Background: an optimization exercise with open tools, aiming at small area, a short achievable clock period and few clock cycles. Do not read the settings as production practice.
Function was checked by simulation only, so behaviour that the tests miss may differ from the original.
Power is estimated from default activity; no workload was simulated.

[run.sh]
#!/bin/bash
# synth_recipe.tcl (not shown) runs the flow's synth.tcl, then flattens the netlist and writes it again
# the make line also repeats each setting of config.mk as NAME=value (left out here)
make -C /OpenROAD-flow-scripts/flow DESIGN_CONFIG=/design/flow/config.mk WORK_HOME=/design/flow/orfs CLKGATE_MAP_FILE= SYNTH_SCRIPT=/design/flow/synth_recipe.tcl finish
[config.mk]
export PLATFORM = sky130hd
export DESIGN_NAME = conv_feeder
export DESIGN_NICKNAME = conv_feeder
export VERILOG_FILES = /design/flow/design.v
export SDC_FILE = /design/flow/constraint.sdc
export NUM_CORES = 4
export LEC_CHECK = 0
export CAP_MARGIN = 20
export CORE_MARGIN = 2
export CORE_UTILIZATION = 40
export SLEW_MARGIN = 20
[constraint.sdc]
create_clock -name core_clock -period 6.0 [get_ports {clk}]
set_input_delay 1.2000 -clock core_clock [delete_from_list [all_inputs] [get_ports {clk}]]
set_output_delay 1.2000 -clock core_clock [all_outputs]
set_load 0.01 [all_outputs]
[design.v]
package buffer_pkg;
	typedef logic [8-1:0] lane_t;
	typedef logic [4*8-1:0] word_t;
	typedef logic [$clog2(4*32)-1:0] buf_addr_t;
endpackage
package window_pkg;
	typedef logic [$clog2(32+1)-1:0] dim_t;
	typedef enum logic {
		STRIDE_1 = 1'b0,
		STRIDE_2 = 1'b1
	} stride_e;
	typedef enum logic [1:0] {
		WR_IDLE  = 2'd0,
		WR_FILL  = 2'd1,
		WR_DRAIN = 2'd2  
	} wr_state_e;
	typedef enum logic [1:0] {
		RD_IDLE = 2'd0,
		RD_WAIT = 2'd1,  
		RD_SCAN = 2'd2
	} rd_state_e;
endpackage
`timescale 1ns/1ps
module pixel_writer (
	input logic clk,
	input logic rst,
	input logic i_start,
	input window_pkg::dim_t i_cols,
	input window_pkg::dim_t i_rows,
	input logic i_valid,
	input buffer_pkg::word_t i_data,
	output logic o_full,
	output logic o_we,
	output buffer_pkg::buf_addr_t o_waddr,
	output buffer_pkg::word_t o_wdata,
	output logic o_frame_start,
	output window_pkg::dim_t o_rows_done,  
	input window_pkg::dim_t i_rows_freed,  
	input logic i_frame_done
);
	window_pkg::wr_state_e state;
	window_pkg::dim_t cols_q;
	window_pkg::dim_t rows_q;
	window_pkg::dim_t col;
	window_pkg::dim_t row;  
	window_pkg::dim_t ahead;
	logic done_seen;  
	assign o_frame_start = (state == window_pkg::WR_IDLE) && i_start;
	assign o_rows_done = row;
	assign ahead = row - i_rows_freed;
	assign o_full = (state == window_pkg::WR_FILL) &&
		(ahead == window_pkg::dim_t'(4));
	assign o_we = (state == window_pkg::WR_FILL) && i_valid && !o_full;
	assign o_waddr = buffer_pkg::buf_addr_t'((row % 4) * 32 + col);
	assign o_wdata = i_data;
	always_ff @(posedge clk) begin
		if (rst) begin
			state <= window_pkg::WR_IDLE;
			col <= '0;
			row <= '0;
			done_seen <= 1'b0;
		end else begin
			case (state)
				window_pkg::WR_IDLE: if (o_frame_start) begin
					cols_q <= i_cols;  
					rows_q <= i_rows;
					col <= '0;
					row <= '0;
					done_seen <= 1'b0;
					state <= window_pkg::WR_FILL;
				end
				window_pkg::WR_FILL: begin
					if (i_frame_done)
						done_seen <= 1'b1;
					if (o_we) begin
						if (col == window_pkg::dim_t'(cols_q - 1'b1)) begin
							col <= '0;
							row <= row + 1'b1;  
							if (row == window_pkg::dim_t'(rows_q - 1'b1))
								state <= window_pkg::WR_DRAIN;
						end else begin
							col <= col + 1'b1;
						end
					end
				end
				window_pkg::WR_DRAIN: if (i_frame_done || done_seen)
					state <= window_pkg::WR_IDLE;
				default: state <= window_pkg::WR_IDLE;
			endcase
		end
	end
endmodule
`timescale 1ns/1ps
module line_buffer_ram (
	input logic clk,
	input logic i_we,
	input buffer_pkg::buf_addr_t i_waddr,
	input buffer_pkg::word_t i_wdata,
	input logic i_rd_en,
	input buffer_pkg::buf_addr_t i_rd_addr,
	output buffer_pkg::word_t o_rd_data  
);
	buffer_pkg::word_t mem [4*32];
	always_ff @(posedge clk) begin
		if (i_we)
			mem[i_waddr] <= i_wdata;
	end
	always_ff @(posedge clk) begin
		if (i_rd_en)
			o_rd_data <= mem[i_rd_addr];
	end
endmodule
`timescale 1ns/1ps
module window_addr_gen (
	input logic clk,
	input logic rst,
	input window_pkg::dim_t i_cols,
	input window_pkg::dim_t i_rows,
	input window_pkg::stride_e i_stride,
	input logic i_frame_start,
	input window_pkg::dim_t i_rows_done,
	output window_pkg::dim_t o_rows_freed,
	output logic o_frame_done,
	output logic o_rd_en,
	output buffer_pkg::buf_addr_t o_rd_addr,
	output logic o_rd_last
);
	localparam int KW = $clog2(3);
	window_pkg::rd_state_e state;
	window_pkg::dim_t cols_q;
	window_pkg::dim_t rows_q;
	window_pkg::stride_e stride_q;
	window_pkg::dim_t out_cols;
	window_pkg::dim_t out_rows;
	window_pkg::dim_t oy;
	window_pkg::dim_t ox;
	logic [KW-1:0] ky;
	logic [KW-1:0] kx;
	window_pkg::dim_t iy;
	window_pkg::dim_t ix;
	window_pkg::dim_t row_need;
	logic last_col;
	logic last_row;
	buffer_pkg::buf_addr_t tap_addr;
	function automatic window_pkg::dim_t scale(window_pkg::dim_t v, window_pkg::stride_e s);
		scale = (s == window_pkg::STRIDE_2) ? window_pkg::dim_t'(v << 1) : v;
	endfunction
	function automatic window_pkg::dim_t out_len(window_pkg::dim_t n, window_pkg::stride_e s);
		if (s == window_pkg::STRIDE_2)
			out_len = window_pkg::dim_t'(((n - 3) >> 1) + 1);
		else
			out_len = window_pkg::dim_t'(n - 3 + 1);
	endfunction
	assign out_cols = out_len(cols_q, stride_q);
	assign out_rows = out_len(rows_q, stride_q);
	assign iy = scale(oy, stride_q) + window_pkg::dim_t'(ky);
	assign ix = scale(ox, stride_q) + window_pkg::dim_t'(kx);
	assign row_need = scale(oy, stride_q) + window_pkg::dim_t'(3);  
	assign tap_addr = buffer_pkg::buf_addr_t'((iy % 4) * 32 + ix);
	assign last_col = (ox == window_pkg::dim_t'(out_cols - 1'b1));
	assign last_row = (oy == window_pkg::dim_t'(out_rows - 1'b1));
	always_ff @(posedge clk) begin
		if (rst) begin
			state <= window_pkg::RD_IDLE;
			o_rd_en <= 1'b0;
			o_rd_last <= 1'b0;
			o_frame_done <= 1'b0;
			o_rows_freed <= '0;
			oy <= '0;
			ox <= '0;
			ky <= '0;
			kx <= '0;
		end else begin
			o_rd_en <= 1'b0;
			o_rd_last <= 1'b0;
			o_frame_done <= 1'b0;
			case (state)
				window_pkg::RD_IDLE: if (i_frame_start) begin
					cols_q <= i_cols;
					rows_q <= i_rows;
					stride_q <= i_stride;
					oy <= '0;
					ox <= '0;
					ky <= '0;
					kx <= '0;
					o_rows_freed <= '0;
					state <= window_pkg::RD_WAIT;
				end
				window_pkg::RD_WAIT: if (i_rows_done >= row_need)
					state <= window_pkg::RD_SCAN;
				window_pkg::RD_SCAN: begin
					o_rd_en <= 1'b1;
					o_rd_addr <= tap_addr;
					if (kx != (3 - 1)) begin
						kx <= kx + 1'b1;
					end else begin
						kx <= '0;
						if (ky != (3 - 1)) begin
							ky <= ky + 1'b1;
						end else begin
							ky <= '0;
							if (!last_col) begin
								ox <= ox + 1'b1;
							end else begin
								ox <= '0;
								o_rows_freed <= scale(oy + 1'b1, stride_q);
								if (last_row) begin
									o_rd_last <= 1'b1;
									o_frame_done <= 1'b1;
									state <= window_pkg::RD_IDLE;
								end else begin
									oy <= oy + 1'b1;
									state <= window_pkg::RD_WAIT;
								end
							end
						end
					end
				end
				default: state <= window_pkg::RD_IDLE;
			endcase
		end
	end
endmodule
`timescale 1ns/1ps
module lane_skew (
	input logic clk,
	input logic rst,
	input logic i_rd_en,
	input logic i_rd_last,
	input buffer_pkg::word_t i_rd_data,
	output logic o_valid,
	output buffer_pkg::word_t o_lane_data,
	output logic o_done
);
	logic en_q;
	logic last_q;
	always_ff @(posedge clk) begin
		if (rst) begin
			en_q <= 1'b0;
			last_q <= 1'b0;
		end else begin
			en_q <= i_rd_en;
			last_q <= i_rd_last;
		end
	end
	assign o_valid = en_q;  
	assign o_done = last_q;
	for (genvar i = 0; i < 4; i++) begin : g_lane
		buffer_pkg::lane_t lane_in;
		assign lane_in = i_rd_data[i*8 +: 8];
		if (i == 0) begin : g_direct
			assign o_lane_data[i*8 +: 8] = lane_in;
		end else begin : g_delay
			buffer_pkg::lane_t dly [i];
			always_ff @(posedge clk) begin
				dly[0] <= lane_in;
				for (int k = 1; k < i; k++)
					dly[k] <= dly[k-1];
			end
			assign o_lane_data[i*8 +: 8] = dly[i-1];
		end
	end
endmodule
`timescale 1ns/1ps
module conv_feeder (
	input logic clk,
	input logic rst,
	input logic i_start,
	input window_pkg::dim_t i_cols,
	input window_pkg::dim_t i_rows,
	input window_pkg::stride_e i_stride,
	input logic i_valid,
	input buffer_pkg::word_t i_data,
	output logic o_full,
	output logic o_valid,
	output buffer_pkg::word_t o_lane_data,
	output logic o_done
);
	logic we;
	buffer_pkg::buf_addr_t waddr;
	buffer_pkg::word_t wdata;
	logic frame_start;
	window_pkg::dim_t rows_done;
	window_pkg::dim_t rows_freed;
	logic frame_done;
	logic rd_en;
	buffer_pkg::buf_addr_t rd_addr;
	logic rd_last;
	buffer_pkg::word_t rd_data;
	pixel_writer u_writer (
		.clk     (clk),
		.rst     (rst),
		.i_start (i_start),
		.i_cols  (i_cols),
		.i_rows  (i_rows),
		.i_valid (i_valid),
		.i_data  (i_data),
		.o_full  (o_full),
		.o_we    (we),
		.o_waddr (waddr),
		.o_wdata (wdata),
		.o_frame_start (frame_start),
		.o_rows_done   (rows_done),
		.i_rows_freed  (rows_freed),
		.i_frame_done  (frame_done)
	);
	line_buffer_ram u_ram (
		.clk     (clk),
		.i_we    (we),
		.i_waddr (waddr),
		.i_wdata (wdata),
		.i_rd_en   (rd_en),
		.i_rd_addr (rd_addr),
		.o_rd_data (rd_data)
	);
	window_addr_gen u_addr_gen (
		.clk      (clk),
		.rst      (rst),
		.i_cols   (i_cols),  
		.i_rows   (i_rows),
		.i_stride (i_stride),
		.i_frame_start (frame_start),
		.i_rows_done   (rows_done),
		.o_rows_freed  (rows_freed),
		.o_frame_done  (frame_done),
		.o_rd_en       (rd_en),
		.o_rd_addr     (rd_addr),
		.o_rd_last     (rd_last)
	);
	lane_skew u_skew (
		.clk         (clk),
		.rst         (rst),
		.i_rd_en     (rd_en),
		.i_rd_last   (rd_last),
		.i_rd_data   (rd_data),
		.o_valid     (o_valid),
		.o_lane_data (o_lane_data),
		.o_done      (o_done)
	);
endmodule
==> results.txt <==
status=no timing/DRC/antenna violations; WP buf/inv=2; via count=74700; Worst path max stage delay=0.57 ns; most frequent cells in the layout=edfxtp_1 (4160), mux4_2 (1344), clkbuf_16 (432); drt via density=5.76; gp weighted congestion=0.810; Hold WC Path Type=reg -> reg; CP arrival=3.65 ns; #FFs+latches synth=4251; Min-Delay Endpoint=u_skew.g_lane[3].g_delay.dly[1][7]; MaxCap Viol Count=0; Resized cells post-CTS=0; Main synth FF type=edfxtp_1; clk_skew=0.0725 ns; Port Buffers=83; Final HPWL DP=251 mm; Distinct cells, synth=87; Fin. Hold Viols=0; worst setup margin=1.15 ns; clk sink count=4251; commonest non-fill, non-tap cell in the layout=edfxtp_1; Pwr per Cell Area=317 nW/um2; Tot GR Track Use=0.192; most area-consuming cells after synthesis=edfxtp_1 (77%), mux4_2 (19%), dfxtp_1 (1.1%), clkbuf_1 (0.58%), nor2_1 (0.41%); Post-DRT Antenna Nets=0; CP max FO=8; dpl ws=1.22 ns; worst r2r dst=u_ram.mem[61][2]; die height=642 um; post-synthesis cell count=6643; Final Critical Period=4.85 ns; mapped cell area=163000 um2; worst r2r src=u_writer.row[1]; Total Power=0.0592 W; Critical Path Start Type=flop; Yosys top cell by area=edfxtp_1; share of cells above drive strength 1=0.335; CTS tree=built; FILL cells=33100; first-pass GRT wire length=570 mm; area of the die=412000 um2; Clock transition at path regs=0.06 ns; DRC viols=0; setup TNS=0 ns; clk root buf=clkbuf_16; worst path required time=4.80 ns; largest net degree at the start of global routing=97; flop-to-flop setup slack=1.27 ns; Worst-Margin Slew=1.18 ns; syn avg cell area=24.5 um2; core footprint=406000 um2; hold path depth=0; min-delay src=u_skew.g_lane[3].g_delay.dly[0][7]; Yosys warnings=7; crit-path leading delay family=buffers and inverters; Max Fclk=206 MHz; # Post-CTS Setup Buffers=0; sequential share of the synthesized area=0.778; Final setup viols=0; CP dominant cell by count=o21ai_1; H-tree Lvls=5; Initial Util=0.401; synthesized net count=6720; total CTS buffers=424; drt initial violations=9718; number of flops mapped to enable cells by yosys=4160; Worst-Skew Late Latency=0.98 ns; drt total wl=401 mm; Die Width=642 um; initial antenna violation count=69; CTS max path bufs=4; Routed WL per cell=31.0 um; Ports=84; NumNets Final=7224; DRT Pass-1 Iters=5; Rows=234; Synth top area share=0.767; area delta synth->final=14.8%; Worst Setup End Kind=output port; hold buffer count at cts=0; FFs w/ async S/R, synth=0; RSZ-0062 raised after global routing=no; period utilisation layout=0.808; slowest CP cell=clkdlybuf4s50_1; worst vdd ir=0.000253 V; Lkg Pwr=57.3 nW; CP Class=reg -> out; Pins Over Slew Limit=0; critical path cell sequence=ha_1 > nor2b_1 > o21a_1 > o21ai_1 > nor4b_1 > o21ai_1 > inv_1 > clkdlybuf4s50_1; vias in the first global route=74100; Reg2Reg Depth=11; GRT overflow=0; max_slew headroom=0.211
synthesized netlist by cell type (all sizes together), types with 6 or more instances:
library cell and number:
edfxtp 4160, mux4 1344, clkbuf 251, nor2 177, buf 107, dfxtp 91, nand2 44, a21oi 39
mux2 35, o21ai 32, inv 31, nand3 29, xnor2 29, ha 27, nor3 22, xor2 21
nand2b 16, nor2b 16, mux2i 11, or3 10, nand4 9, nand3b 8, nor4 8, or4 8
a2111oi 7, a21o 6, o211ai 6
layout make-up:
cell class | instances | area, um2 | area share
inverters | 34 | 128 | 0.000682
flip-flops and latches | 4251 | 127000 | 0.678
repair buffers | 436 | 4150 | 0.0222
well taps | 5428 | 6790 | 0.0363
clock buffers | 528 | 11200 | 0.0600
diodes | 44 | 110 | 0.000589
multi-input cells | 2000 | 35600 | 0.190
clock inverters | 242 | 2280 | 0.0122
worst reg2reg max path: stages, from the launching register on:
cell     delay (ns)
dfxtp_1        0.52
ha_1           0.31
nor2b_1        0.15
o21a_1         0.19
o21ai_1        0.16
a21oi_1        0.12
o21ai_1        0.31
nand4_1        0.39
or3b_2         0.87
buf_4          0.39
nor2_4         0.71
buf_4          0.33
cells by family after synthesis:
| family | Yosys count | synth area share |
|---|---|---|
| compound gates | 154 | 0.00707 |
| xor+xnor | 51 | 0.00292 |
| fa+ha+maj | 28 | 0.00220 |
| buf+inv | 392 | 0.00969 |
| flops | 4251 | 0.778 |
| mux | 1390 | 0.189 |
| simple gates | 377 | 0.0112 |
state kept, by name, indices dropped and copies added, names as in the netlist, 6 cells and up:
name,count
u_ram.o_rd_data,32
u_addr_gen.rows_q,6
u_writer.cols_q,6
u_addr_gen.oy,6
u_addr_gen.o_rows_freed,6
u_addr_gen.ox,6
u_addr_gen.o_rd_addr,7
u_skew.g_lane.g_delay.dly,48
u_writer.col,6
u_addr_gen.cols_q,6
u_writer.rows_q,6
u_ram.mem,4096
u_writer.row,6
power by group:
group          internal [W]  switching [W]  leakage [nW]
registers            0.0326      0.0000248          38.1
logic              0.000116       0.000656          12.6
clock network        0.0147         0.0111          6.58
total                0.0474         0.0118          57.3
metal layers:
| layer | part of all wire | GRT usage |
|---|---|---|
| met5 | 0.00023 | 0 |
| met2 | 0.45 | 0.281 |
| met1 | 0.44 | 0.296 |
| met4 | 0.023 | 0.0463 |
| met3 | 0.086 | 0.0371 |
how the worst max path moves through the flow:
stage,startpoint,end,slack [ns],cells after the start
floorplan,u_writer.row[1],u_ram.mem[61][0],1.86,11
global placement,u_writer.row[1],u_ram.mem[61][3],1.17,11
detailed placement,u_writer.row[1],u_ram.mem[61][7],1.22,11
CTS,u_writer.row[1],o_full,1.06,8
global route,u_writer.row[1],o_full,0.87,8
finish,u_writer.row[1],o_full,1.15,8
per-stage QoR:
| stage | cells | instance area (um2) | hold WS (ns) | util |
|---|---|---|---|---|
| after global routing | 13000 | 187000 | 0.333 | 0.461 |
| after floorplan | 6643 | 163000 | 0.310 | - |
| after detailed placement | 12100 | 173000 | 0.313 | 0.427 |
| after global placement | 12100 | 173000 | 0.314 | 0.427 |
| final | 13000 | 187000 | 0.326 | 0.461 |
| after CTS | 12900 | 187000 | 0.328 | 0.460 |
Testbench counts, summed over its fixed seeds: cycles 112,485.

-- afterwards: timing with drivers on the ports --
No port has a modelled driver above. Below, the same layout with a new extraction and two added sets of constraints.
Step 1 assumes that a clkbuf_16 drives the clock port and a buf_2 every other input.
Step 2 adds t to the input delays and takes it off the output delays; t is the mean of the earliest and latest rising clock arrival at the registers after step 1. Input paths then give back, and output paths get back, about the clock's delay inside the block.
a / b / c = ideal / step 1 / step 2; a / b = the first two.
shift t [ns]: 1.062
slack for setup (ns): 1.155 / 1.040 / 1.210
hold WS [ns]: 0.326 / 0.326 / 0.326
worst setup path after step 2: input to register
latest minus earliest clock arrival (ns): 0.079 / 0.079
After both steps this run still meets setup and hold. For this run, drivers alone change the setup slack by -0.115 ns; drivers and shift together by +0.055 ns.
